Background: an optimization exercise with open tools, aiming at small area, a short achievable clock period and few clock cycles per item. Do not read the settings as production practice. In this exercise RTL edits were held to simulation tests only and were not proved equivalent to the original. No activity file was given, so power comes from the tool's default toggle rates.

== rev 12 ==
==> flow/design.v (excerpt) <==
module datapathTop
(
    input  logic                clock,
    input  logic                rstN,
    input  logic                instrValid,
    input  logic [31:0]         instr,
    input  datapathPkg::word_t  inPort,
    output logic                done,
    output datapathPkg::word_t  outPort
);
    datapathPkg::word_t [16-1:0] regValues;
    logic [16-1:0] regValid;
    datapathPkg::word_t   portA;
    datapathPkg::word_t   portB;
    datapathPkg::word_t   aQ;
    datapathPkg::word_t   bQ;
    datapathPkg::word_t   result;
    datapathPkg::regIdx_t ra;
    datapathPkg::regIdx_t selA;
    datapathPkg::regIdx_t selB;
    logic                 isImmIn;
    logic                 isInIn;
    logic                 isSub;
    logic                 isShl;
    logic [6:0]           resSel;
    logic                 writesReg;
    logic                 isOut;
    logic                 isMul;
    logic                 busy;
    logic                 mulFreeNext;
    instrDecode instrDecode_i
    (
        .clock       (clock),
        .rstN        (rstN),
        .instrValid  (instrValid),
        .instr       (instr),
        .busy        (busy),
        .done        (done),
        .mulFreeNext (mulFreeNext),
        .ra          (ra),
        .isImmIn     (isImmIn),
        .isInIn      (isInIn),
        .isSub       (isSub),
        .isShl       (isShl),
        .resSel      (resSel),
        .writesReg   (writesReg),
        .isOut       (isOut),
        .isMul       (isMul),
        .selA        (selA),
        .selB        (selB)
    );
    busMux portA_i (.regValues (regValues), .regValid (regValid), .sel (selA), .off (isInIn), .data (portA));
    busMux portB_i (.regValues (regValues), .regValid (regValid), .sel (selB), .off (isImmIn), .data (portB));
    always_ff @(posedge clock)
    begin
        if (!busy)
        begin
            aQ <= portA | (inPort & {32{isInIn}});
            bQ <= portB | ({{(32 - 19){instr[19-1]}},
                            instr[19-1:0]} & {32{isImmIn}});
        end
    end
    aluExecute aluExecute_i
    (
        .clock       (clock),
        .rstN        (rstN),
        .a           (aQ),
        .b           (bQ),
  ...
==> module aluExecute, before the edit <==
module aluExecute
(
    input  logic                 clock,
    input  logic                 rstN,
    input  datapathPkg::word_t   a,
    input  datapathPkg::word_t   b,
    input  logic                 isSub,
    input  logic                 isShl,
    input  logic [6:0]           resSel,
    input  logic                 mulStart,
    output logic                 mulFreeNext,
    output datapathPkg::word_t   result
);
    datapathPkg::word_t  opB;
    datapathPkg::word_t  sum;
    datapathPkg::word_t  shIn;
    datapathPkg::word_t  shOut;
    datapathPkg::word_t  shRes;
    datapathPkg::word_t  hi;
    datapathPkg::word_t  lo;
    datapathPkg::word_t  loQ;
    assign opB = b;
    assign sum = a + (opB ^ {32{isSub}}) + {{(32-1){1'b0}}, isSub};
    always_comb
    begin
        for (int i = 0; i < 32; i++)
            shIn[i] = isShl ? a[32-1-i] : a[i];
    end
    assign shOut = shIn >> opB[4:0];
    always_comb
    begin
        for (int i = 0; i < 32; i++)
            shRes[i] = isShl ? shOut[32-1-i] : shOut[i];
    end
    assign result = ({32{resSel[0]}} & sum) |
                    ({32{resSel[1]}} & (a & opB)) |
                    ({32{resSel[2]}} & (a | opB)) |
                    ({32{resSel[3]}} & shRes) |
                    ({32{resSel[4]}} & hi) |
                    ({32{resSel[5]}} & lo) |
                    ({32{resSel[6]}} & a);
    logic                 mulRun;
    logic [1:0]           mulCount;
    logic                 hiloValid;
    datapathPkg::word_t   mulA;
    logic [33:0]          hiS;
    logic [33:0]          hiC;
    logic                 hiCarry;
    logic [11:0]          boothQ;
    logic [7:0]           bTop;
    logic                 first;
    logic [11:0]          boothNext;
    localparam logic [31:0] ROW_OFFSETS_NEG = 32'h5555_5556;   
    assign mulFreeNext = !mulRun || (mulCount == 2'd3);
    always_ff @(posedge clock)
    begin
        if (!rstN)
        begin
            mulRun    <= 1'b0;
            hiloValid <= 1'b0;
        end
        else if (mulStart)
        begin
            mulRun    <= 1'b1;
            hiloValid <= 1'b1;
        end
        else if (mulCount == 2'd3)
            mulRun <= 1'b0;
    end
    always_ff @(posedge clock)
    begin
        if (!mulRun)
            mulCount <= 2'd0;
        else
            mulCount <= mulCount + 2'd1;
    end
    always_ff @(posedge clock)
        first <= mulStart;
    function automatic logic [11:0] boothEncode(input logic [8:0] bits);
        logic [11:0] code;
        for (int k = 0; k < 4; k++)
        begin
            code[3*k]   = bits[2*k] ^ bits[2*k+1];
            code[3*k+1] = (bits[2*k+2] & !bits[2*k+1] & !bits[2*k]) |
                          (!bits[2*k+2] & bits[2*k+1] & bits[2*k]);
            code[3*k+2] = bits[2*k+2] & !(bits[2*k+1] & bits[2*k]);
        end
        boothEncode = code;
    endfunction
    assign boothNext = mulStart ? boothEncode({b[7:0], 1'b0}) : boothEncode({loQ[15:8], loQ[7]});
    always_ff @(posedge clock)
    begin
        if (mulStart || mulRun)
            boothQ <= boothNext;
        if (mulStart)
            mulA <= a;
    end
    logic [41:0] rows [4];
    logic [41:0] sA, cA, sB, cB, sD, cD, sF, cF;
    logic [8:0]  lowSum;
    always_comb
    begin
        for (int k = 0; k < 4; k++)
        begin
            logic [33:0] mag;
            logic [33:0] p;
            mag = boothQ[3*k] ? {{2{mulA[31]}}, mulA} :
                  (boothQ[3*k+1] ? {mulA[31], mulA, 1'b0} : 34'd0);
            p   = boothQ[3*k+2] ? ~mag : mag;
            rows[k] = 42'({!p[33], p[32:0]}) << (2*k);
        end
        rows[1][0] = hiCarry & !first;
        rows[2][0] = boothQ[2];
        rows[2][2] = boothQ[5];
        rows[3][4] = boothQ[8];
    end
    assign sA = rows[0] ^ rows[1] ^ rows[2];
    assign cA = ((rows[0] & rows[1]) | (rows[0] & rows[2]) | (rows[1] & rows[2])) << 1;
    logic [41:0] accS;
    logic [41:0] accC;
    assign accS = 42'(hiS & {34{!first}});
    assign accC = 42'(hiC & {34{!first}});
    logic [41:0] nRow;
    logic [41:0] sE, cE;
    assign nRow = {35'd0, boothQ[11], 6'd0};
    assign sE = accS ^ accC ^ nRow;
    assign cE = ((accS & accC) | (accS & nRow) | (accC & nRow)) << 1;
    assign sB = rows[3] ^ sE ^ cE;
    assign cB = ((rows[3] & sE) | (rows[3] & cE) | (sE & cE)) << 1;
    assign sD = sA ^ cA ^ sB;
    assign cD = ((sA & cA) | (sA & sB) | (cA & sB)) << 1;
    assign sF = sD ^ cD ^ cB;
    assign cF = ((sD & cD) | (sD & cB) | (cD & cB)) << 1;
    assign lowSum = {1'b0, sF[7:0]} + {1'b0, cF[7:0]};
    always_ff @(posedge clock)
    begin
        if (mulRun)
        begin
            hiS     <= sF[41:8];
            hiC     <= cF[41:8];
            hiCarry <= lowSum[8];
        end
    end
    always_ff @(posedge clock)
    begin
        if (mulStart)
            bTop <= b[31:24];
        if (mulRun)
            loQ[31:24] <= lowSum[7:0];
        if (mulStart)
            loQ[23:0] <= b[23:0];
        else if (mulRun)
            loQ[23:0] <= {first ? bTop : loQ[31:24], loQ[23:8]};
    end
    logic [31:0] hS;
    logic [31:0] hC;
    assign hS = hiS[31:0] ^ hiC[31:0] ^ ROW_OFFSETS_NEG;
    assign hC = ((hiS[31:0] & hiC[31:0]) | (hiS[31:0] & ROW_OFFSETS_NEG) |
                 (hiC[31:0] & ROW_OFFSETS_NEG)) << 1;
    assign hi = (hS + hC + {31'd0, hiCarry}) & {32{hiloValid}};
    assign lo = loQ & {32{hiloValid}};
endmodule
clock: 14.0 ns
lec_check: 0
cap_margin: 20
core_margin: 2
core_utilization: 65
cts_cluster_diameter: 80
cts_cluster_size: 20
place_density: 0.75
slew_margin: 20
standard.sh (not shown) runs the stock make flow with config.mk's settings and CLKGATE_MAP_FILE= SYNTH_SCRIPT=/design/flow/synth_recipe.tcl, a recipe that flattens the netlist after the stock synthesis.
==> flow/flow/run.sh <==
#!/bin/bash
set -euo pipefail
MARGIN=$(cat flow/margin.txt)
bash standard.sh SETUP_SLACK_MARGIN=$MARGIN finish > standard.log 2>&1
==> flow/flow/margin.txt <==
9.6
Testbench counts of rev 12, summed over its fixed seeds: cycles 49,441, instrs 24,000.
Here is what was changed in the inputs of rev 13 compared with rev 12.
-- flow/design.v --
<<< rev 12, line 148
    logic                 hiCarry;
    logic [11:0]          boothQ;
    logic [7:0]           bTop;
    logic                 first;
    logic [11:0]          boothNext;
    localparam logic [31:0] ROW_OFFSETS_NEG = 32'h5555_5556;   
>>> rev 13, line 148
    logic                 hiCarry;
    logic [11:0]          boothQ;
    logic [11:0]          boothNext;
    localparam logic [31:0] ROW_OFFSETS_NEG = 32'h5555_5556;   
<<< rev 12, line 175
            mulCount <= mulCount + 2'd1;
    end
    always_ff @(posedge clock)
        first <= mulStart;
    function automatic logic [11:0] boothEncode(input logic [8:0] bits);
        logic [11:0] code;
>>> rev 13, line 173
            mulCount <= mulCount + 2'd1;
    end
    function automatic logic [11:0] boothEncode(input logic [8:0] bits);
        logic [11:0] code;
<<< rev 12, line 210
            rows[k] = 42'({!p[33], p[32:0]}) << (2*k);
        end
        rows[1][0] = hiCarry & !first;
        rows[2][0] = boothQ[2];
        rows[2][2] = boothQ[5];
>>> rev 13, line 206
            rows[k] = 42'({!p[33], p[32:0]}) << (2*k);
        end
        rows[1][0] = hiCarry;
        rows[2][0] = boothQ[2];
        rows[2][2] = boothQ[5];
<<< rev 12, line 217
    assign sA = rows[0] ^ rows[1] ^ rows[2];
    assign cA = ((rows[0] & rows[1]) | (rows[0] & rows[2]) | (rows[1] & rows[2])) << 1;
    logic [41:0] accS;
    logic [41:0] accC;
    assign accS = 42'(hiS & {34{!first}});
    assign accC = 42'(hiC & {34{!first}});
    logic [41:0] nRow;
    logic [41:0] sE, cE;
    assign nRow = {35'd0, boothQ[11], 6'd0};
    assign sE = accS ^ accC ^ nRow;
    assign cE = ((accS & accC) | (accS & nRow) | (accC & nRow)) << 1;
    assign sB = rows[3] ^ sE ^ cE;
    assign cB = ((rows[3] & sE) | (rows[3] & cE) | (sE & cE)) << 1;
    assign sD = sA ^ cA ^ sB;
    assign cD = ((sA & cA) | (sA & sB) | (cA & sB)) << 1;
    assign sF = sD ^ cD ^ cB;
    assign cF = ((sD & cD) | (sD & cB) | (cD & cB)) << 1;
    assign lowSum = {1'b0, sF[7:0]} + {1'b0, cF[7:0]};
    always_ff @(posedge clock)
    begin
        if (mulRun)
        begin
            hiS     <= sF[41:8];
>>> rev 13, line 213
    assign sA = rows[0] ^ rows[1] ^ rows[2];
    assign cA = ((rows[0] & rows[1]) | (rows[0] & rows[2]) | (rows[1] & rows[2])) << 1;
    assign sB = rows[3] ^ 42'(hiS) ^ 42'(hiC);
    assign cB = ((rows[3] & 42'(hiS)) | (rows[3] & 42'(hiC)) | (42'(hiS) & 42'(hiC))) << 1;
    assign sD = sA ^ cA ^ sB;
    assign cD = ((sA & cA) | (sA & sB) | (cA & sB)) << 1;
    assign sF = sD ^ cD ^ cB;
    assign cF = ((sD & cD) | (sD & cB) | (cD & cB)) << 1;
    assign lowSum = {1'b0, sF[7:0]} + {1'b0, cF[7:0]} + {2'b0, boothQ[11], 6'd0};
    always_ff @(posedge clock)
    begin
        if (mulStart)
        begin
            hiS     <= '0;
            hiC     <= '0;
            hiCarry <= 1'b0;
        end
        else if (mulRun)
        begin
            hiS     <= sF[41:8];
<<< rev 12, line 245
    begin
        if (mulStart)
            bTop <= b[31:24];
        if (mulRun)
            loQ[31:24] <= lowSum[7:0];
        if (mulStart)
            loQ[23:0] <= b[23:0];
        else if (mulRun)
            loQ[23:0] <= {first ? bTop : loQ[31:24], loQ[23:8]};
    end
    logic [31:0] hS;
>>> rev 13, line 238
    begin
        if (mulStart)
            loQ <= b;
        else if (mulRun)
            loQ <= {lowSum[7:0], loQ[31:8]};
    end
    logic [31:0] hS;
==> summary.txt <==
Power for rev 13 is higher than for rev 12.
Rev 13: pin slew with the least headroom to its limit is 0.0085 ns higher than what rev 12 reported.
Delay of the slowest cell on the worst path in rev 13 vs rev 12: up 0.03 ns
Rev 13 vs rev 12 on sequential share of layout area: rev 13 is the lower one.
Against rev 12, rev 13 comes in 0.17 ns higher on worst endpoint data arrival time.
Rev 13: synthesis-stage register bit count lower than rev 12
The post-route minimum period of rev 13 is higher than that of rev 12.
Summary — storage element area, rev 13 relative to rev 12: lower, by 3.9%.
A biggest power consumer among the groups of combinational logic is what rev 13 shows, while registers belongs to rev 12.
Taking rev 12 over rev 13, the number of flops mapped to enable cells by yosys ratio works out to 1.11.
Sort rev 13 and rev 12 by wire length the detailed router placed on met1 asc -> top: rev 12
Testbench counts of rev 13, summed over its fixed seeds: cycles 49,441, instrs 24,000.

[separate check: timing with driven ports]
Ports are ideal in the flow. The routed layouts listed here were re-timed in OpenROAD.
Step 1 sets driving cells, clkbuf_16 on the clock port and buf_2 on the other inputs (assumed; they add their load-dependent delay and slew).
Step 2 also shifts input and output timing later by t, the mid clock arrival at the registers, as if the neighbouring blocks saw the same clock.
Three values: no drivers, after step 1, after step 2; two values: the first two.
run	t, ns	setup WS [ns]	worst setup path at the end	clock arrival spread, ns	worst data-port slew with drivers (ns)
rev 12	0.736	9.636 / 9.572 / 8.931	input to register	0.070 / 0.071	0.08
rev 13	0.743	9.472 / 9.472 / 8.894	input to register	0.059 / 0.060	0.16
After both steps every run listed still meets setup and hold. For rev 12, which loses most, drivers alone change the setup slack by -0.064 ns; drivers and shift together by -0.705 ns.
